What follows belongs to an exercise in optimizing a design on an open flow for small area, a short achievable clock period and few clock cycles per item; a production flow would make more cautious choices.
RTL that was checked went through simulation tests only; none was proved equivalent to the original.
No functional check of the RTL was part of run 2.

==> flow/design.v (outline; a module is shown in full before it is edited, if it fits) <==
// module npu_requant: 938 lines
// module rq_fa: 4 lines
// module rq_ha: 4 lines
// module rq_bsel: 4 lines
// module rq_xor: 3 lines
// module rq_xnor: 3 lines
// module rq_mux2i: 3 lines
// module rq_nand2: 3 lines
// module rq_nor2: 3 lines
module npu_requant #(
  localparam int M_LEN  = 32,
  localparam int S_LEN  = 32,
  localparam int SH_LEN = 5
) (
  input  logic              clk_i,
  input  logic              rstn_i,
  input  logic              clear_i,
  input  logic [M_LEN-1:0]  acc_i,
  input  logic [S_LEN-1:0]  mult_i,
  input  logic [SH_LEN-1:0] shift_i,
  input  logic              valid_i,
  output logic              ready_o,
  output logic [M_LEN-1:0]  data_o,
  output logic              valid_o,
  input  logic              ready_i
);
  // ...
==> flow/flow/run.sh <==
#!/bin/bash
# The standard ORFS layout (standard.sh) with different repair settings:
#   SETUP_SLACK_MARGIN=5.6 "BUFFER_PORTS_ARGS=-buffer_cell sky130_fd_sc_hd__buf_1"
# All of the flow's output goes to standard.log; ORFS keeps each step's log under orfs/logs.
set -euo pipefail
bash standard.sh SETUP_SLACK_MARGIN=5.6 "BUFFER_PORTS_ARGS=-buffer_cell sky130_fd_sc_hd__buf_1" finish > standard.log 2>&1
==> flow/standard.sh <==
#!/bin/bash
# synth_recipe.tcl (not shown) runs the flow's synth.tcl, then flattens the netlist and writes it again
# the make line also repeats each setting of config.mk as NAME=value (left out here)
make -C /OpenROAD-flow-scripts/flow DESIGN_CONFIG=/design/flow/config.mk WORK_HOME=/design/flow/orfs CLKGATE_MAP_FILE= SYNTH_SCRIPT=/design/flow/synth_recipe.tcl "${@:-finish}"
==> flow/config.mk <==
export PLATFORM = sky130hd
export DESIGN_NAME = npu_requant
export DESIGN_NICKNAME = npu_requant
export VERILOG_FILES = /design/flow/design.v
export SDC_FILE = /design/flow/constraint.sdc
export NUM_CORES = 4
export LEC_CHECK = 0
export CAP_MARGIN = 20
export CORE_MARGIN = 2
export CORE_UTILIZATION = 40
export SETUP_SLACK_MARGIN = 5
export SLEW_MARGIN = 20
export SYNTH_HIERARCHICAL = 1
export SYNTH_MINIMUM_KEEP_SIZE = 0
==> flow/constraint.sdc <==
create_clock -name core_clock -period 10.0 [get_ports {clk_i}]
set_input_delay 2.0000 -clock core_clock [delete_from_list [all_inputs] [get_ports {clk_i}]]
set_output_delay 2.0000 -clock core_clock [all_outputs]
set_load 0.01 [all_outputs]
==> reports/qor.txt, run 1 <==
status -> no timing/DRC/antenna violations
min Tclk post-route -> 4380 ps
drt drc -> 0
Sink Count -> 221
Die Height -> 279 um
met3 Usage GRT -> 0.0774
WS Path Type -> reg2reg
RSZ-0062 raised after global routing -> no
Post-DRT Antenna Nets -> 0
Biggest register -> b2_q
Setup TNS -> 0 ps
port buffer count -> 107
syn nets -> 3324
commonest non-fill, non-tap cell in the layout -> xor2_1
Inverters -> 174
hold_ws -> 546 ps
global route overflow -> 0
flip-flop count of the largest register after layout -> 48
hold path start -> v3_q
Max Clk Rate -> 228 MHz
Initial DRC Count -> 3029
Fin. Hold Viols -> 0
largest cells by area after synthesis -> fa_1 (31%), edfxtp_1 (22%), xor2_1 (15%), o22ai_1 (11%), mux2i_1 (5.4%)
mux cell area share after synthesis -> 0.0542
fraction of final layout cells sized beyond drive strength 1 -> 0.0747
CLK BUF -> 32
Hold Crit Class -> reg2reg
n_diodes -> 2
gp weighted congestion -> 0.909
sequential standard cell area -> 6620 um2
Testbench counts, summed over its fixed seeds: cycles 8,012, items 8,000.
==> inputs of run 2 (changes only) <==
--- a/flow/design.v
+++ b/flow/design.v
@@ -10,17 +10,17 @@
   input  logic [S_LEN-1:0]  mult_i,
   input  logic [SH_LEN-1:0] shift_i,
   input  logic              valid_i,
   output logic              ready_o,
   output logic [M_LEN-1:0]  data_o,
   output logic              valid_o,
   input  logic              ready_i
 );
-  localparam int L = 16;   
+  localparam int L = 23;   
   logic en;
   assign en      = ready_i;
   assign ready_o = ready_i;
   logic [15:0] one_d, two_d, neg_d;
   always_comb begin
     for (int i = 0; i < 16; i++) begin
       logic y0, y1, y2;
       y0 = (i == 0) ? 1'b0 : mult_i[2*i-1];
@@ -717,26 +717,446 @@
   rq_fa u_t1075 (.a(t830), .b(t950), .c(t951), .s(t1075), .co(t1076));
   rq_fa u_t1077 (.a(t835), .b(t953), .c(t952), .s(t1077), .co(t1078));
   rq_fa u_t1079 (.a(t836), .b(t955), .c(t954), .s(t1079), .co(t1080));
   rq_fa u_t1081 (.a(pp[15][30]), .b(t956), .c(t957), .s(t1081), .co(t1082));
   rq_fa u_t1083 (.a(t959), .b(pp[15][31]), .c(t958), .s(t1083), .co(t1084));
   rq_ha u_t1085 (.a(t960), .b(ppn[15]), .s(t1085), .co(t1086));
   assign ta = {1'b1, t1085, t1082, t1081, t1079, t1076, t1075, t1072, t1070, t1068, t1066, t1065, t1062, t1060, t1058, t1056, t1054, t1052, t1050, t1048, t1047, t1044, t1042, t1040, t1038, t1036, t1034, t1032, t1030, t1028, t1026, t1024, t1022, t1020, t1018, t1016, t1014, t1012, t1010, t1008, t1006, t1004, t1002, t1000, t998, t996, t994, t992, t990, t988, t986, t984, t982, t980, t978, t976, t974, t972, t970, t968, t966, t964, t962, pp[0][0]};
   assign tb = {t1086, t1084, t1083, t1080, t1078, t1077, t1074, t1073, t1071, t1069, t1067, t1064, t1063, t1061, t1059, t1057, t1055, t1053, t1051, t1049, t1046, t1045, t1043, t1041, t1039, t1037, t1035, t1033, t1031, t1029, t1027, t1025, t1023, t1021, t1019, t1017, t1015, t1013, t1011, t1009, t1007, t1005, t1003, t1001, t999, t997, t995, t993, t991, t989, t987, t985, t983, t981, t979, t977, t975, t973, t971, t969, t967, t965, t963, t961};
-  logic cl;
-  logic [L:0] lsum;
-  assign lsum = {1'b0, ta[L-1:0]} + {1'b0, tb[L-1:0]};
-  assign cl   = lsum[L];
-  logic [63:L] u;
+  localparam int M = 16;
+  logic cl, cm, gm, pm;
+  logic [M:0] lsum;
+  logic [L-M:0] msum;
+  assign lsum = {1'b0, ta[M-1:0]} + {1'b0, tb[M-1:0]};
+  assign cm   = lsum[M];
+  assign msum = {1'b0, ta[L-1:M]} + {1'b0, tb[L-1:M]};
+  assign gm   = msum[L-M];
+  assign pm   = &(ta[L-1:M] ^ tb[L-1:M]);
+  assign cl   = gm | (pm & cm);
   logic [32:0] h;
   logic [31:0] dq_d;
   logic        sat;
-  assign u   = a2_q + b2_q + {{(63-L){1'b0}}, cl2_q};
-  assign h   = u[63:31];
+  logic ad_p1;
+  logic ad_g2;
+  rq_ha u_ad_p1 (.a(a2_q[23]), .b(b2_q[23]), .s(ad_p1), .co(ad_g2));
+  logic ad_p3;
+  logic ad_g4;
+  rq_ha u_ad_p3 (.a(a2_q[24]), .b(b2_q[24]), .s(ad_p3), .co(ad_g4));
+  logic ad_p5;
+  logic ad_g6;
+  rq_ha u_ad_p5 (.a(a2_q[25]), .b(b2_q[25]), .s(ad_p5), .co(ad_g6));
+  logic ad_p7;
+  logic ad_g8;
+  rq_ha u_ad_p7 (.a(a2_q[26]), .b(b2_q[26]), .s(ad_p7), .co(ad_g8));
+  logic ad_p9;
+  logic ad_g10;
+  rq_ha u_ad_p9 (.a(a2_q[27]), .b(b2_q[27]), .s(ad_p9), .co(ad_g10));
+  logic ad_p11;
+  logic ad_g12;
+  rq_ha u_ad_p11 (.a(a2_q[28]), .b(b2_q[28]), .s(ad_p11), .co(ad_g12));
+  logic ad_p13;
+  logic ad_g14;
+  rq_ha u_ad_p13 (.a(a2_q[29]), .b(b2_q[29]), .s(ad_p13), .co(ad_g14));
+  logic ad_p15;
+  logic ad_g16;
+  rq_ha u_ad_p15 (.a(a2_q[30]), .b(b2_q[30]), .s(ad_p15), .co(ad_g16));
+  logic ad_p17;
+  logic ad_g18;
+  rq_ha u_ad_p17 (.a(a2_q[31]), .b(b2_q[31]), .s(ad_p17), .co(ad_g18));
+  logic ad_p19;
+  logic ad_g20;
+  rq_ha u_ad_p19 (.a(a2_q[32]), .b(b2_q[32]), .s(ad_p19), .co(ad_g20));
+  logic ad_p21;
+  logic ad_g22;
+  rq_ha u_ad_p21 (.a(a2_q[33]), .b(b2_q[33]), .s(ad_p21), .co(ad_g22));
+  logic ad_p23;
+  logic ad_g24;
+  rq_ha u_ad_p23 (.a(a2_q[34]), .b(b2_q[34]), .s(ad_p23), .co(ad_g24));
+  logic ad_p25;
+  logic ad_g26;
+  rq_ha u_ad_p25 (.a(a2_q[35]), .b(b2_q[35]), .s(ad_p25), .co(ad_g26));
+  logic ad_p27;
+  logic ad_g28;
+  rq_ha u_ad_p27 (.a(a2_q[36]), .b(b2_q[36]), .s(ad_p27), .co(ad_g28));
+  logic ad_p29;
+  logic ad_g30;
+  rq_ha u_ad_p29 (.a(a2_q[37]), .b(b2_q[37]), .s(ad_p29), .co(ad_g30));
+  logic ad_p31;
+  logic ad_g32;
+  rq_ha u_ad_p31 (.a(a2_q[38]), .b(b2_q[38]), .s(ad_p31), .co(ad_g32));
+  logic ad_p33;
+  logic ad_g34;
+  rq_ha u_ad_p33 (.a(a2_q[39]), .b(b2_q[39]), .s(ad_p33), .co(ad_g34));
+  logic ad_p35;
+  logic ad_g36;
+  rq_ha u_ad_p35 (.a(a2_q[40]), .b(b2_q[40]), .s(ad_p35), .co(ad_g36));
+  logic ad_p37;
+  logic ad_g38;
+  rq_ha u_ad_p37 (.a(a2_q[41]), .b(b2_q[41]), .s(ad_p37), .co(ad_g38));
+  logic ad_p39;
+  logic ad_g40;
+  rq_ha u_ad_p39 (.a(a2_q[42]), .b(b2_q[42]), .s(ad_p39), .co(ad_g40));
+  logic ad_p41;
+  logic ad_g42;
+  rq_ha u_ad_p41 (.a(a2_q[43]), .b(b2_q[43]), .s(ad_p41), .co(ad_g42));
+  logic ad_p43;
+  logic ad_g44;
+  rq_ha u_ad_p43 (.a(a2_q[44]), .b(b2_q[44]), .s(ad_p43), .co(ad_g44));
+  logic ad_p45;
+  logic ad_g46;
+  rq_ha u_ad_p45 (.a(a2_q[45]), .b(b2_q[45]), .s(ad_p45), .co(ad_g46));
+  logic ad_p47;
+  logic ad_g48;
+  rq_ha u_ad_p47 (.a(a2_q[46]), .b(b2_q[46]), .s(ad_p47), .co(ad_g48));
+  logic ad_p49;
+  logic ad_g50;
+  rq_ha u_ad_p49 (.a(a2_q[47]), .b(b2_q[47]), .s(ad_p49), .co(ad_g50));
+  logic ad_p51;
+  logic ad_g52;
+  rq_ha u_ad_p51 (.a(a2_q[48]), .b(b2_q[48]), .s(ad_p51), .co(ad_g52));
+  logic ad_p53;
+  logic ad_g54;
+  rq_ha u_ad_p53 (.a(a2_q[49]), .b(b2_q[49]), .s(ad_p53), .co(ad_g54));
+  logic ad_p55;
+  logic ad_g56;
+  rq_ha u_ad_p55 (.a(a2_q[50]), .b(b2_q[50]), .s(ad_p55), .co(ad_g56));
+  logic ad_p57;
+  logic ad_g58;
+  rq_ha u_ad_p57 (.a(a2_q[51]), .b(b2_q[51]), .s(ad_p57), .co(ad_g58));
+  logic ad_p59;
+  logic ad_g60;
+  rq_ha u_ad_p59 (.a(a2_q[52]), .b(b2_q[52]), .s(ad_p59), .co(ad_g60));
+  logic ad_p61;
+  logic ad_g62;
+  rq_ha u_ad_p61 (.a(a2_q[53]), .b(b2_q[53]), .s(ad_p61), .co(ad_g62));
+  logic ad_p63;
+  logic ad_g64;
+  rq_ha u_ad_p63 (.a(a2_q[54]), .b(b2_q[54]), .s(ad_p63), .co(ad_g64));
+  logic ad_p65;
+  logic ad_g66;
+  rq_ha u_ad_p65 (.a(a2_q[55]), .b(b2_q[55]), .s(ad_p65), .co(ad_g66));
+  logic ad_p67;
+  logic ad_g68;
+  rq_ha u_ad_p67 (.a(a2_q[56]), .b(b2_q[56]), .s(ad_p67), .co(ad_g68));
+  logic ad_p69;
+  logic ad_g70;
+  rq_ha u_ad_p69 (.a(a2_q[57]), .b(b2_q[57]), .s(ad_p69), .co(ad_g70));
+  logic ad_p71;
+  logic ad_g72;
+  rq_ha u_ad_p71 (.a(a2_q[58]), .b(b2_q[58]), .s(ad_p71), .co(ad_g72));
+  logic ad_p73;
+  logic ad_g74;
+  rq_ha u_ad_p73 (.a(a2_q[59]), .b(b2_q[59]), .s(ad_p73), .co(ad_g74));
+  logic ad_p75;
+  logic ad_g76;
+  rq_ha u_ad_p75 (.a(a2_q[60]), .b(b2_q[60]), .s(ad_p75), .co(ad_g76));
+  logic ad_p77;
+  logic ad_g78;
+  rq_ha u_ad_p77 (.a(a2_q[61]), .b(b2_q[61]), .s(ad_p77), .co(ad_g78));
+  logic ad_p79;
+  logic ad_g80;
+  rq_ha u_ad_p79 (.a(a2_q[62]), .b(b2_q[62]), .s(ad_p79), .co(ad_g80));
+  logic ad_p81;
+  rq_ha u_ad_p81 (.a(a2_q[63]), .b(b2_q[63]), .s(ad_p81), .co(ad_g82));
+  logic ad_g83;
+  rq_aoi21 u_ad_g83 (.a1(ad_p1), .a2(cl2_q), .b1(ad_g2), .yn(ad_g83));
+  logic ad_i84;
+  rq_inv u_ad_i84 (.a(ad_g83), .yn(ad_i84));
+  logic ad_g85;
+  rq_aoi21 u_ad_g85 (.a1(ad_p3), .a2(ad_i84), .b1(ad_g4), .yn(ad_g85));
+  logic ad_g86;
+  rq_aoi21 u_ad_g86 (.a1(ad_p7), .a2(ad_g6), .b1(ad_g8), .yn(ad_g86));
+  logic ad_p87;
+  rq_nand2 u_ad_p87 (.a(ad_p7), .b(ad_p5), .y(ad_p87));
+  logic ad_g88;
+  rq_aoi21 u_ad_g88 (.a1(ad_p11), .a2(ad_g10), .b1(ad_g12), .yn(ad_g88));
+  logic ad_p89;
+  rq_nand2 u_ad_p89 (.a(ad_p11), .b(ad_p9), .y(ad_p89));
+  logic ad_g90;
+  rq_aoi21 u_ad_g90 (.a1(ad_p15), .a2(ad_g14), .b1(ad_g16), .yn(ad_g90));
+  logic ad_p91;
+  rq_nand2 u_ad_p91 (.a(ad_p15), .b(ad_p13), .y(ad_p91));
+  logic ad_g92;
+  rq_aoi21 u_ad_g92 (.a1(ad_p19), .a2(ad_g18), .b1(ad_g20), .yn(ad_g92));
+  logic ad_p93;
+  rq_nand2 u_ad_p93 (.a(ad_p19), .b(ad_p17), .y(ad_p93));
+  logic ad_g94;
+  rq_aoi21 u_ad_g94 (.a1(ad_p23), .a2(ad_g22), .b1(ad_g24), .yn(ad_g94));
+  logic ad_p95;
+  rq_nand2 u_ad_p95 (.a(ad_p23), .b(ad_p21), .y(ad_p95));
+  logic ad_g96;
+  rq_aoi21 u_ad_g96 (.a1(ad_p27), .a2(ad_g26), .b1(ad_g28), .yn(ad_g96));
+  logic ad_p97;
+  rq_nand2 u_ad_p97 (.a(ad_p27), .b(ad_p25), .y(ad_p97));
+  logic ad_g98;
+  rq_aoi21 u_ad_g98 (.a1(ad_p31), .a2(ad_g30), .b1(ad_g32), .yn(ad_g98));
+  logic ad_p99;
+  rq_nand2 u_ad_p99 (.a(ad_p31), .b(ad_p29), .y(ad_p99));
+  logic ad_g100;
+  rq_aoi21 u_ad_g100 (.a1(ad_p35), .a2(ad_g34), .b1(ad_g36), .yn(ad_g100));
+  logic ad_p101;
+  rq_nand2 u_ad_p101 (.a(ad_p35), .b(ad_p33), .y(ad_p101));
+  logic ad_g102;
+  rq_aoi21 u_ad_g102 (.a1(ad_p39), .a2(ad_g38), .b1(ad_g40), .yn(ad_g102));
+  logic ad_p103;
+  rq_nand2 u_ad_p103 (.a(ad_p39), .b(ad_p37), .y(ad_p103));
+  logic ad_g104;
+  rq_aoi21 u_ad_g104 (.a1(ad_p43), .a2(ad_g42), .b1(ad_g44), .yn(ad_g104));
+  logic ad_p105;
+  rq_nand2 u_ad_p105 (.a(ad_p43), .b(ad_p41), .y(ad_p105));
+  logic ad_g106;
+  rq_aoi21 u_ad_g106 (.a1(ad_p47), .a2(ad_g46), .b1(ad_g48), .yn(ad_g106));
+  logic ad_p107;
+  rq_nand2 u_ad_p107 (.a(ad_p47), .b(ad_p45), .y(ad_p107));
+  logic ad_g108;
+  rq_aoi21 u_ad_g108 (.a1(ad_p51), .a2(ad_g50), .b1(ad_g52), .yn(ad_g108));
+  logic ad_p109;
+  rq_nand2 u_ad_p109 (.a(ad_p51), .b(ad_p49), .y(ad_p109));
+  logic ad_g110;
+  rq_aoi21 u_ad_g110 (.a1(ad_p55), .a2(ad_g54), .b1(ad_g56), .yn(ad_g110));
+  logic ad_p111;
+  rq_nand2 u_ad_p111 (.a(ad_p55), .b(ad_p53), .y(ad_p111));
+  logic ad_g112;
+  rq_aoi21 u_ad_g112 (.a1(ad_p59), .a2(ad_g58), .b1(ad_g60), .yn(ad_g112));
+  logic ad_p113;
+  rq_nand2 u_ad_p113 (.a(ad_p59), .b(ad_p57), .y(ad_p113));
+  logic ad_g114;
+  rq_aoi21 u_ad_g114 (.a1(ad_p63), .a2(ad_g62), .b1(ad_g64), .yn(ad_g114));
+  logic ad_p115;
+  rq_nand2 u_ad_p115 (.a(ad_p63), .b(ad_p61), .y(ad_p115));
+  logic ad_g116;
+  rq_aoi21 u_ad_g116 (.a1(ad_p67), .a2(ad_g66), .b1(ad_g68), .yn(ad_g116));
+  logic ad_p117;
+  rq_nand2 u_ad_p117 (.a(ad_p67), .b(ad_p65), .y(ad_p117));
+  logic ad_g118;
+  rq_aoi21 u_ad_g118 (.a1(ad_p71), .a2(ad_g70), .b1(ad_g72), .yn(ad_g118));
+  logic ad_p119;
+  rq_nand2 u_ad_p119 (.a(ad_p71), .b(ad_p69), .y(ad_p119));
+  logic ad_g120;
+  rq_aoi21 u_ad_g120 (.a1(ad_p75), .a2(ad_g74), .b1(ad_g76), .yn(ad_g120));
+  logic ad_p121;
+  rq_nand2 u_ad_p121 (.a(ad_p75), .b(ad_p73), .y(ad_p121));
+  logic ad_g122;
+  rq_aoi21 u_ad_g122 (.a1(ad_p79), .a2(ad_g78), .b1(ad_g80), .yn(ad_g122));
+  logic ad_p123;
+  rq_nand2 u_ad_p123 (.a(ad_p79), .b(ad_p77), .y(ad_p123));
+  logic ad_g124;
+  rq_oai21 u_ad_g124 (.a1(ad_p87), .a2(ad_g85), .b1(ad_g86), .y(ad_g124));
+  logic ad_g125;
+  rq_oai21 u_ad_g125 (.a1(ad_p91), .a2(ad_g88), .b1(ad_g90), .y(ad_g125));
+  logic ad_p126;
+  rq_nor2 u_ad_p126 (.a(ad_p91), .b(ad_p89), .y(ad_p126));
+  logic ad_g127;
+  rq_oai21 u_ad_g127 (.a1(ad_p95), .a2(ad_g92), .b1(ad_g94), .y(ad_g127));
+  logic ad_p128;
+  rq_nor2 u_ad_p128 (.a(ad_p95), .b(ad_p93), .y(ad_p128));
+  logic ad_g129;
+  rq_oai21 u_ad_g129 (.a1(ad_p99), .a2(ad_g96), .b1(ad_g98), .y(ad_g129));
+  logic ad_p130;
+  rq_nor2 u_ad_p130 (.a(ad_p99), .b(ad_p97), .y(ad_p130));
+  logic ad_g131;
+  rq_oai21 u_ad_g131 (.a1(ad_p103), .a2(ad_g100), .b1(ad_g102), .y(ad_g131));
+  logic ad_p132;
+  rq_nor2 u_ad_p132 (.a(ad_p103), .b(ad_p101), .y(ad_p132));
+  logic ad_g133;
+  rq_oai21 u_ad_g133 (.a1(ad_p107), .a2(ad_g104), .b1(ad_g106), .y(ad_g133));
+  logic ad_p134;
+  rq_nor2 u_ad_p134 (.a(ad_p107), .b(ad_p105), .y(ad_p134));
+  logic ad_g135;
+  rq_oai21 u_ad_g135 (.a1(ad_p111), .a2(ad_g108), .b1(ad_g110), .y(ad_g135));
+  logic ad_p136;
+  rq_nor2 u_ad_p136 (.a(ad_p111), .b(ad_p109), .y(ad_p136));
+  logic ad_g137;
+  rq_oai21 u_ad_g137 (.a1(ad_p115), .a2(ad_g112), .b1(ad_g114), .y(ad_g137));
+  logic ad_p138;
+  rq_nor2 u_ad_p138 (.a(ad_p115), .b(ad_p113), .y(ad_p138));
+  logic ad_g139;
+  rq_oai21 u_ad_g139 (.a1(ad_p119), .a2(ad_g116), .b1(ad_g118), .y(ad_g139));
+  logic ad_p140;
+  rq_nor2 u_ad_p140 (.a(ad_p119), .b(ad_p117), .y(ad_p140));
+  logic ad_g141;
+  rq_oai21 u_ad_g141 (.a1(ad_p123), .a2(ad_g120), .b1(ad_g122), .y(ad_g141));
+  logic ad_p142;
+  rq_nor2 u_ad_p142 (.a(ad_p123), .b(ad_p121), .y(ad_p142));
+  logic ad_g143;
+  rq_aoi21 u_ad_g143 (.a1(ad_p126), .a2(ad_g124), .b1(ad_g125), .yn(ad_g143));
+  logic ad_g144;
+  rq_aoi21 u_ad_g144 (.a1(ad_p130), .a2(ad_g127), .b1(ad_g129), .yn(ad_g144));
+  logic ad_p145;
+  rq_nand2 u_ad_p145 (.a(ad_p130), .b(ad_p128), .y(ad_p145));
+  logic ad_g146;
+  rq_aoi21 u_ad_g146 (.a1(ad_p134), .a2(ad_g131), .b1(ad_g133), .yn(ad_g146));
+  logic ad_p147;
+  rq_nand2 u_ad_p147 (.a(ad_p134), .b(ad_p132), .y(ad_p147));
+  logic ad_g148;
+  rq_aoi21 u_ad_g148 (.a1(ad_p138), .a2(ad_g135), .b1(ad_g137), .yn(ad_g148));
+  logic ad_p149;
+  rq_nand2 u_ad_p149 (.a(ad_p138), .b(ad_p136), .y(ad_p149));
+  logic ad_g150;
+  rq_aoi21 u_ad_g150 (.a1(ad_p142), .a2(ad_g139), .b1(ad_g141), .yn(ad_g150));
+  logic ad_p151;
+  rq_nand2 u_ad_p151 (.a(ad_p142), .b(ad_p140), .y(ad_p151));
+  logic ad_g152;
+  rq_oai21 u_ad_g152 (.a1(ad_p145), .a2(ad_g143), .b1(ad_g144), .y(ad_g152));
+  logic ad_g153;
+  rq_oai21 u_ad_g153 (.a1(ad_p149), .a2(ad_g146), .b1(ad_g148), .y(ad_g153));
+  logic ad_p154;
+  rq_nor2 u_ad_p154 (.a(ad_p149), .b(ad_p147), .y(ad_p154));
+  logic ad_g155;
+  rq_aoi21 u_ad_g155 (.a1(ad_p154), .a2(ad_g152), .b1(ad_g153), .yn(ad_g155));
+  logic ad_i156;
+  rq_inv u_ad_i156 (.a(ad_g152), .yn(ad_i156));
+  logic ad_g157;
+  rq_oai21 u_ad_g157 (.a1(ad_p147), .a2(ad_i156), .b1(ad_g146), .y(ad_g157));
+  logic ad_g158;
+  rq_oai21 u_ad_g158 (.a1(ad_p151), .a2(ad_g155), .b1(ad_g150), .y(ad_g158));
+  logic ad_i159;
+  rq_inv u_ad_i159 (.a(ad_g143), .yn(ad_i159));
+  logic ad_g160;
+  rq_aoi21 u_ad_g160 (.a1(ad_p128), .a2(ad_i159), .b1(ad_g127), .yn(ad_g160));
+  logic ad_g161;
+  rq_aoi21 u_ad_g161 (.a1(ad_p132), .a2(ad_g152), .b1(ad_g131), .yn(ad_g161));
+  logic ad_g162;
+  rq_aoi21 u_ad_g162 (.a1(ad_p136), .a2(ad_g157), .b1(ad_g135), .yn(ad_g162));
+  logic ad_i163;
+  rq_inv u_ad_i163 (.a(ad_g155), .yn(ad_i163));
+  logic ad_g164;
+  rq_aoi21 u_ad_g164 (.a1(ad_p140), .a2(ad_i163), .b1(ad_g139), .yn(ad_g164));
+  logic ad_g167;
+  rq_oai21 u_ad_g167 (.a1(ad_p93), .a2(ad_g143), .b1(ad_g92), .y(ad_g167));
+  logic ad_g168;
+  rq_oai21 u_ad_g168 (.a1(ad_p97), .a2(ad_g160), .b1(ad_g96), .y(ad_g168));
+  logic ad_i169;
+  rq_inv u_ad_i169 (.a(ad_g152), .yn(ad_i169));
+  logic ad_g170;
+  rq_oai21 u_ad_g170 (.a1(ad_p101), .a2(ad_i169), .b1(ad_g100), .y(ad_g170));
+  logic ad_g171;
+  rq_oai21 u_ad_g171 (.a1(ad_p105), .a2(ad_g161), .b1(ad_g104), .y(ad_g171));
+  logic ad_i172;
+  rq_inv u_ad_i172 (.a(ad_g157), .yn(ad_i172));
+  logic ad_g173;
+  rq_oai21 u_ad_g173 (.a1(ad_p109), .a2(ad_i172), .b1(ad_g108), .y(ad_g173));
+  logic ad_g174;
+  rq_oai21 u_ad_g174 (.a1(ad_p113), .a2(ad_g162), .b1(ad_g112), .y(ad_g174));
+  logic ad_g175;
+  rq_oai21 u_ad_g175 (.a1(ad_p117), .a2(ad_g155), .b1(ad_g116), .y(ad_g175));
+  logic ad_g176;
+  rq_oai21 u_ad_g176 (.a1(ad_p121), .a2(ad_g164), .b1(ad_g120), .y(ad_g176));
+  logic ad_i181;
+  rq_inv u_ad_i181 (.a(ad_g143), .yn(ad_i181));
+  logic ad_g182;
+  rq_aoi21 u_ad_g182 (.a1(ad_p17), .a2(ad_i181), .b1(ad_g18), .yn(ad_g182));
+  logic ad_g183;
+  rq_aoi21 u_ad_g183 (.a1(ad_p21), .a2(ad_g167), .b1(ad_g22), .yn(ad_g183));
+  logic ad_i184;
+  rq_inv u_ad_i184 (.a(ad_g160), .yn(ad_i184));
+  logic ad_g185;
+  rq_aoi21 u_ad_g185 (.a1(ad_p25), .a2(ad_i184), .b1(ad_g26), .yn(ad_g185));
+  logic ad_g186;
+  rq_aoi21 u_ad_g186 (.a1(ad_p29), .a2(ad_g168), .b1(ad_g30), .yn(ad_g186));
+  logic ad_g187;
+  rq_aoi21 u_ad_g187 (.a1(ad_p33), .a2(ad_g152), .b1(ad_g34), .yn(ad_g187));
+  logic ad_g188;
+  rq_aoi21 u_ad_g188 (.a1(ad_p37), .a2(ad_g170), .b1(ad_g38), .yn(ad_g188));
+  logic ad_i189;
+  rq_inv u_ad_i189 (.a(ad_g161), .yn(ad_i189));
+  logic ad_g190;
+  rq_aoi21 u_ad_g190 (.a1(ad_p41), .a2(ad_i189), .b1(ad_g42), .yn(ad_g190));
+  logic ad_g191;
+  rq_aoi21 u_ad_g191 (.a1(ad_p45), .a2(ad_g171), .b1(ad_g46), .yn(ad_g191));
+  logic ad_g192;
+  rq_aoi21 u_ad_g192 (.a1(ad_p49), .a2(ad_g157), .b1(ad_g50), .yn(ad_g192));
+  logic ad_g193;
+  rq_aoi21 u_ad_g193 (.a1(ad_p53), .a2(ad_g173), .b1(ad_g54), .yn(ad_g193));
+  logic ad_i194;
+  rq_inv u_ad_i194 (.a(ad_g162), .yn(ad_i194));
+  logic ad_g195;
+  rq_aoi21 u_ad_g195 (.a1(ad_p57), .a2(ad_i194), .b1(ad_g58), .yn(ad_g195));
+  logic ad_g196;
+  rq_aoi21 u_ad_g196 (.a1(ad_p61), .a2(ad_g174), .b1(ad_g62), .yn(ad_g196));
+  logic ad_i197;
+  rq_inv u_ad_i197 (.a(ad_g155), .yn(ad_i197));
+  logic ad_g198;
+  rq_aoi21 u_ad_g198 (.a1(ad_p65), .a2(ad_i197), .b1(ad_g66), .yn(ad_g198));
+  logic ad_g199;
+  rq_aoi21 u_ad_g199 (.a1(ad_p69), .a2(ad_g175), .b1(ad_g70), .yn(ad_g199));
+  logic ad_i200;
+  rq_inv u_ad_i200 (.a(ad_g164), .yn(ad_i200));
+  logic ad_g201;
+  rq_aoi21 u_ad_g201 (.a1(ad_p73), .a2(ad_i200), .b1(ad_g74), .yn(ad_g201));
+  logic ad_g202;
+  rq_aoi21 u_ad_g202 (.a1(ad_p77), .a2(ad_g176), .b1(ad_g78), .yn(ad_g202));
+  logic ad_s204;
+  rq_xnor u_ad_s204 (.a(ad_p17), .b(ad_g143), .y(ad_s204));
+  logic ad_s205;
+  rq_xnor u_ad_s205 (.a(ad_p19), .b(ad_g182), .y(ad_s205));
+  logic ad_s206;
+  rq_xor u_ad_s206 (.a(ad_p21), .b(ad_g167), .y(ad_s206));
+  logic ad_s207;
+  rq_xnor u_ad_s207 (.a(ad_p23), .b(ad_g183), .y(ad_s207));
+  logic ad_s208;
+  rq_xnor u_ad_s208 (.a(ad_p25), .b(ad_g160), .y(ad_s208));
+  logic ad_s209;
+  rq_xnor u_ad_s209 (.a(ad_p27), .b(ad_g185), .y(ad_s209));
+  logic ad_s210;
+  rq_xor u_ad_s210 (.a(ad_p29), .b(ad_g168), .y(ad_s210));
+  logic ad_s211;
+  rq_xnor u_ad_s211 (.a(ad_p31), .b(ad_g186), .y(ad_s211));
+  logic ad_s212;
+  rq_xor u_ad_s212 (.a(ad_p33), .b(ad_g152), .y(ad_s212));
+  logic ad_s213;
+  rq_xnor u_ad_s213 (.a(ad_p35), .b(ad_g187), .y(ad_s213));
+  logic ad_s214;
+  rq_xor u_ad_s214 (.a(ad_p37), .b(ad_g170), .y(ad_s214));
+  logic ad_s215;
+  rq_xnor u_ad_s215 (.a(ad_p39), .b(ad_g188), .y(ad_s215));
+  logic ad_s216;
+  rq_xnor u_ad_s216 (.a(ad_p41), .b(ad_g161), .y(ad_s216));
+  logic ad_s217;
+  rq_xnor u_ad_s217 (.a(ad_p43), .b(ad_g190), .y(ad_s217));
+  logic ad_s218;
+  rq_xor u_ad_s218 (.a(ad_p45), .b(ad_g171), .y(ad_s218));
+  logic ad_s219;
+  rq_xnor u_ad_s219 (.a(ad_p47), .b(ad_g191), .y(ad_s219));
+  logic ad_s220;
+  rq_xor u_ad_s220 (.a(ad_p49), .b(ad_g157), .y(ad_s220));
+  logic ad_s221;
+  rq_xnor u_ad_s221 (.a(ad_p51), .b(ad_g192), .y(ad_s221));
+  logic ad_s222;
+  rq_xor u_ad_s222 (.a(ad_p53), .b(ad_g173), .y(ad_s222));
+  logic ad_s223;
+  rq_xnor u_ad_s223 (.a(ad_p55), .b(ad_g193), .y(ad_s223));
+  logic ad_s224;
+  rq_xnor u_ad_s224 (.a(ad_p57), .b(ad_g162), .y(ad_s224));
+  logic ad_s225;
+  rq_xnor u_ad_s225 (.a(ad_p59), .b(ad_g195), .y(ad_s225));
+  logic ad_s226;
+  rq_xor u_ad_s226 (.a(ad_p61), .b(ad_g174), .y(ad_s226));
+  logic ad_s227;
+  rq_xnor u_ad_s227 (.a(ad_p63), .b(ad_g196), .y(ad_s227));
+  logic ad_s228;
+  rq_xnor u_ad_s228 (.a(ad_p65), .b(ad_g155), .y(ad_s228));
+  logic ad_s229;
+  rq_xnor u_ad_s229 (.a(ad_p67), .b(ad_g198), .y(ad_s229));
+  logic ad_s230;
+  rq_xor u_ad_s230 (.a(ad_p69), .b(ad_g175), .y(ad_s230));
+  logic ad_s231;
+  rq_xnor u_ad_s231 (.a(ad_p71), .b(ad_g199), .y(ad_s231));
+  logic ad_s232;
+  rq_xnor u_ad_s232 (.a(ad_p73), .b(ad_g164), .y(ad_s232));
+  logic ad_s233;
+  rq_xnor u_ad_s233 (.a(ad_p75), .b(ad_g201), .y(ad_s233));
+  logic ad_s234;
+  rq_xor u_ad_s234 (.a(ad_p77), .b(ad_g176), .y(ad_s234));
+  logic ad_s235;
+  rq_xnor u_ad_s235 (.a(ad_p79), .b(ad_g202), .y(ad_s235));
+  logic ad_s236;
+  rq_xor u_ad_s236 (.a(ad_p81), .b(ad_g158), .y(ad_s236));
+  assign h = {ad_s236, ad_s235, ad_s234, ad_s233, ad_s232, ad_s231, ad_s230, ad_s229, ad_s228, ad_s227, ad_s226, ad_s225, ad_s224, ad_s223, ad_s222, ad_s221, ad_s220, ad_s219, ad_s218, ad_s217, ad_s216, ad_s215, ad_s214, ad_s213, ad_s212, ad_s211, ad_s210, ad_s209, ad_s208, ad_s207, ad_s206, ad_s205, ad_s204};
   assign sat = (sh2_q == 5'd0) & ~h[32] & h[31];
   logic [32:0] sv0, sv1, sv2, sv3, sv4, sv5;   
   assign sv0 = h;
   rq_mux2i u_sh0_0 (.a(sv0[0]), .b(sv0[1]), .s(sh2_q[0]), .yn(sv1[0]));
   rq_mux2i u_sh0_1 (.a(sv0[1]), .b(sv0[2]), .s(sh2_q[0]), .yn(sv1[1]));
   rq_mux2i u_sh0_2 (.a(sv0[2]), .b(sv0[3]), .s(sh2_q[0]), .yn(sv1[2]));
   rq_mux2i u_sh0_3 (.a(sv0[3]), .b(sv0[4]), .s(sh2_q[0]), .yn(sv1[3]));
   rq_mux2i u_sh0_4 (.a(sv0[4]), .b(sv0[5]), .s(sh2_q[0]), .yn(sv1[4]));
@@ -958,8 +1378,17 @@
   assign yn = ~(s ? b : a);
 endmodule
 module rq_nand2 (input logic a, input logic b, output logic y);
   assign y = ~(a & b);
 endmodule
 module rq_nor2 (input logic a, input logic b, output logic y);
   assign y = ~(a | b);
 endmodule
+module rq_aoi21 (input logic a1, input logic a2, input logic b1, output logic yn);
+  assign yn = ~((a1 & a2) | b1);
+endmodule
+module rq_oai21 (input logic a1, input logic a2, input logic b1, output logic y);
+  assign y = ~((a1 | a2) & b1);
+endmodule
+module rq_inv (input logic a, output logic yn);
+  assign yn = ~a;
+endmodule
==> flow/flow/run.sh (replaced) <==
#!/bin/bash
# The standard ORFS layout (standard.sh) with different repair settings:
#   SETUP_SLACK_MARGIN=5.7 "BUFFER_PORTS_ARGS=-buffer_cell sky130_fd_sc_hd__buf_1" "CTS_ARGS=-sink_clustering_enable -repair_clock_nets -buf_list sky130_fd_sc_hd__clkbuf_8 -dont_use_dummy_load -sink_clustering_size 12 -sink_clustering_max_diameter 100"
# All of the flow's output goes to standard.log; ORFS keeps each step's log under orfs/logs.
set -euo pipefail
bash standard.sh SETUP_SLACK_MARGIN=5.7 "BUFFER_PORTS_ARGS=-buffer_cell sky130_fd_sc_hd__buf_1" "CTS_ARGS=-sink_clustering_enable -repair_clock_nets -buf_list sky130_fd_sc_hd__clkbuf_8 -dont_use_dummy_load -sink_clustering_size 12 -sink_clustering_max_diameter 100" finish > standard.log 2>&1
==> flow/config.mk (replaced) <==
export PLATFORM = sky130hd
export DESIGN_NAME = npu_requant
export DESIGN_NICKNAME = npu_requant
export VERILOG_FILES = /design/flow/design.v
export SDC_FILE = /design/flow/constraint.sdc
export NUM_CORES = 4
export LEC_CHECK = 0
export CAP_MARGIN = 5
export CORE_MARGIN = 2
export CORE_UTILIZATION = 60
export CTS_BUF_LIST = sky130_fd_sc_hd__clkbuf_8
export SETUP_SLACK_MARGIN = 5
export SLEW_MARGIN = 5
export SYNTH_HIERARCHICAL = 1
export SYNTH_MINIMUM_KEEP_SIZE = 0
==> reports/qor.txt, run 2 <==
Slew Limit Headroom -> 0.419 (was 0.319)
Syn Std Cell Area -> 29200 um2 (was 30300 um2)
fin crit share -> 0.456 (was 0.438)
worst slack at placement -> 4950 ps (was 5090 ps)
row count -> 80 (was 100)
# setup viols final -> 0 (unchanged)
DP HPWL -> 59.7 mm (was 65.5 mm)
status -> no timing/DRC/antenna violations (unchanged)
FILL cells -> 3530 (was 6818)
Die ar. -> 50500 um2 (was 77900 um2)
commonest cells after routing, fill and taps aside -> xor2_1 (511), o22ai_1 (464), fa_1 (401) (was xor2_1 (522), o22ai_1 (513), fa_1 (452))
global route hottest layer -> met2 (unchanged)
final wirelength -> 101 mm (was 103 mm)
Setup TNS -> 0 ps (unchanged)
initial antenna violation count -> 3 (was 0)
Required @ worst endpoint -> 10350 ps (was 10310 ps)
Post-Syn Area per Cell -> 11.5 um2 (was 11.4 um2)
gp weighted congestion -> 0.952 (was 0.909)
most common cell in the synthesized netlist -> xor2_1 (unchanged)
WS Path Type -> reg2reg (unchanged)
register bit total from synthesis -> 207 (was 221)
Vias/cell -> 7.03 (was 6.33)
Clock Path Buffers -> 3 (unchanged)
Sink Count -> 207 (was 221)
Post-DRT Antenna Nets -> 0 (unchanged)
worst-margin pin slew -> 872 ps (was 1020 ps)
Max Clk Rate -> 219 MHz (was 228 MHz)
Commonest cells post-synth -> xor2_1 (524), o22ai_1 (512), fa_1 (466) (was xor2_1 (523), o22ai_1 (516), fa_1 (466))
port buffer count -> 107 (unchanged)
first-pass GRT wire length -> 145 mm (was 156 mm)
Post-Syn Instances -> 2531 (was 2661)
min Tclk post-route -> 4560 ps (was 4380 ps)
Slew Limit Fails -> 0 (unchanged)
adder-cell share of the synthesized area -> 0.372 (was 0.359)
main flop type after synthesis -> edfxtp_1 (unchanged)
Nets -> 3504 (was 3547)
CTS tree -> yes (unchanged)
met3 Usage GRT -> 0.109 (was 0.0774)
biggest registers after layout -> b2_q (41), a2_q (40) (was b2_q (48), a2_q (47))
Synth area leader -> fa_1 (unchanged)
die span in x -> 225 um (was 279 um)
TritonRoute pass-1 iters -> 7 (was 6)
Initial DRC Count -> 3048 (was 3029)
Worst setup SP type -> flop (unchanged)
Post-synth EDFFs -> 204 (was 218)
maxcap violations -> 0 (unchanged)
vias in the first global route -> 25149 (was 26197)
GRT Total Usage -> 0.381 (was 0.261)
crit path max fanout -> 5 (was 32)
commonest non-fill, non-tap cell in the layout -> xor2_1 (unchanged)
largest family of logic cells by synthesized area -> adder cells (unchanged)
asr flop ratio synth -> 0.0145 (was 0.0136)
via count -> 24276 (was 24542)
sequential fraction of the synthesis area -> 0.212 (was 0.219)
Biggest register -> b2_q (unchanged)
Fin. Hold Viols -> 0 (unchanged)
RSZ-0062 raised after global routing -> yes (was no)
Hold Crit Class -> reg2reg (unchanged)
Synth Area in Compound Gates -> 0.134 (was 0.139)
Netlist cell types -> 39 (was 62)
PnR worst setup slack -> 5440 ps (was 5620 ps)
simple-gate portion of the synthesized area -> 0.0288 (was 0.0391)
CTS buffer count -> 21 (was 27)
synth warn -> 12 (was 10)
CP Capture Type -> flop (unchanged)
Clock Latency Late Sink -> 600 ps (was 590 ps)
Top-Level Pins -> 108 (unchanged)
Non-Filler Instances -> 3454 (was 3876)
mux cell area share after synthesis -> 0.0558 (was 0.0542)
Die Height -> 225 um (was 279 um)
largest cells by area after synthesis -> fa_1 (32%), edfxtp_1 (21%), xor2_1 (16%), o22ai_1 (11%), mux2i_1 (5.6%) (was fa_1 (31%), edfxtp_1 (22%), xor2_1 (15%), o22ai_1 (11%), mux2i_1 (5.4%))
CTS H-tree lvls -> 1 (unchanged)
Post-Synth XOR/XNOR Area -> 0.173 (was 0.166)
largest net degree at the start of global routing -> 68 (was 73)
CP arrival -> 4900 ps (was 4690 ps)
syn nets -> 3195 (was 3324)
initial core utilization -> 0.609 (was 0.405)
routed len/inst -> 29.4 um (was 26.6 um)
core area -> 47900 um2 (was 74700 um2)
area share of the largest cell type after synthesis -> 0.319 (was 0.308)
worst clock skew -> 43.0 ps (was 31.7 ps)
drt drc -> 0 (unchanged)
GR Util met1 -> 0.502 (was 0.343)
clock transition at the registers of the reported paths -> 100 ps (was 60 ps)
met2 usage -> 0.594 (was 0.403)
fraction of final layout cells sized beyond drive strength 1 -> 0.144 (was 0.0747)
flip-flop count of the largest register after layout -> 41 (was 48)
global route overflow -> 0 (unchanged)
Layout area overhead -> 15.7% (was 11.9%)
Root Buffer Master -> clkbuf_8 (was clkbuf_16)
placed insts -> 3334 (was 3807)
==> run 2: critical path, stage by stage, from the launching register on <==
cell and delay [ps]:
edfxtp_1 460, buf_4 190, clkbuf_16 160, o22ai_2 120
xor2_1 240, fa_1 490, fa_1 550, fa_2 360
fa_1 470, fa_1 550, ha_4 220, nand2_1 80
nor3_2 50, a221oi_2 240, o211ai_1 110
==> run 2: routing by layer <==
metal | routed length [um] | part of all wire | vias to the layer above
met5 | 63 | 0.00062 | -
met4 | 5200 | 0.051 | 6
met3 | 14400 | 0.14 | 472
met2 | 44400 | 0.44 | 1925
met1 | 37300 | 0.37 | 12116
li1 | - | - | 9757
==> run 2: cell type report <==
class                      count  area [um2]  area share
multi-input combinational   2145       23100       0.684
clock buffer                  21         289     0.00855
antenna                        1        2.50   0.0000740
timing repair buffer         294        2790      0.0826
sequential                   207        6200       0.183
tap                          615         769      0.0228
inverter                     171         642      0.0190
==> run 2: repair_timing <==
action,4_1_cts,5_1_grt
resized for setup,95,168
cloned,3,20
hold buffers,0,0
pin swaps,7,48
setup buffers,21,54
endpoints found under the setup margin,73,44
==> run 2: final timing paths <==
path	endpoint	slack, ps	start	depth (start not counted)
setup reg to reg	cl2_q	5440	accn1_q[10]	14
max in group asynchronous	v2_q	8650	rstn_i	1
hold reg to reg	v2_q	560	v1_q	2
hold / removal	v2_q	560	v1_q	2
setup / recovery	cl2_q	5440	accn1_q[10]	14
min in group asynchronous	v3_q	1200	rstn_i	1
==> run 2: cells by family after synthesis <==
group,count (synthesis)
xor gates and xnor gates,577
DFF,207
AOI/OAI and AO/OA,614
buffers and inverters,180
muxes,163
adders and majority gates,590
other,1
and+or+nand+nor,199
==> run 2: stage by stage <==
stage / hold WS [ps] / area, um2 / utilization
2_1_floorplan: 476 / 29400 / -
3_3_place_gp: 502 / 31200 / 0.650
3_5_place_dp: 530 / 31200 / 0.650
4_1_cts: 550 / 32100 / 0.670
5_1_grt: 603 / 33800 / 0.705
6_report: 560 / 33800 / 0.705
==> run 2: per-module statistics from Yosys (local to each module, per instance), excerpt <==
module | area, um2 | flops+latches | cells
rq_nor2 | 3.75 | 0 | 1
rq_xor | 8.76 | 0 | 1
rq_mux2i | 10.0 | 0 | 1
rq_fa | 20.0 | 0 | 1
rq_nand2 | 3.75 | 0 | 1
rq_inv | 3.75 | 0 | 1

re-timing with driven ports:
The results above use ideal ports. As a check the final layouts listed here were re-extracted and re-timed, cells and wires unchanged.
Step 1: set_driving_cell puts a clkbuf_16 on clk_i and a buf_2 on each other input, an assumption about the parent block.
Step 2, shift: input delay + t, output delay - t, t = (earliest + latest rising clock arrival at the registers) / 2. This alone moves slack from input paths to output paths.
Slacks: ideal / step 1 / step 2; pairs: ideal / step 1.
run | t (ns) | setup slack, ns | latest minus earliest clock arrival (ns) | worst slew at a driven data input, ns
run 1 | 0.647 | 5.618 / 5.554 / 5.554 | 0.032 / 0.032 | 0.12
run 2 | 0.639 | 5.443 / 5.443 / 5.443 | 0.047 / 0.047 | 0.09
After both steps setup and hold are still met in every run listed. For run 1, which loses most, drivers alone change the setup slack by -0.064 ns; drivers and shift together by -0.064 ns.
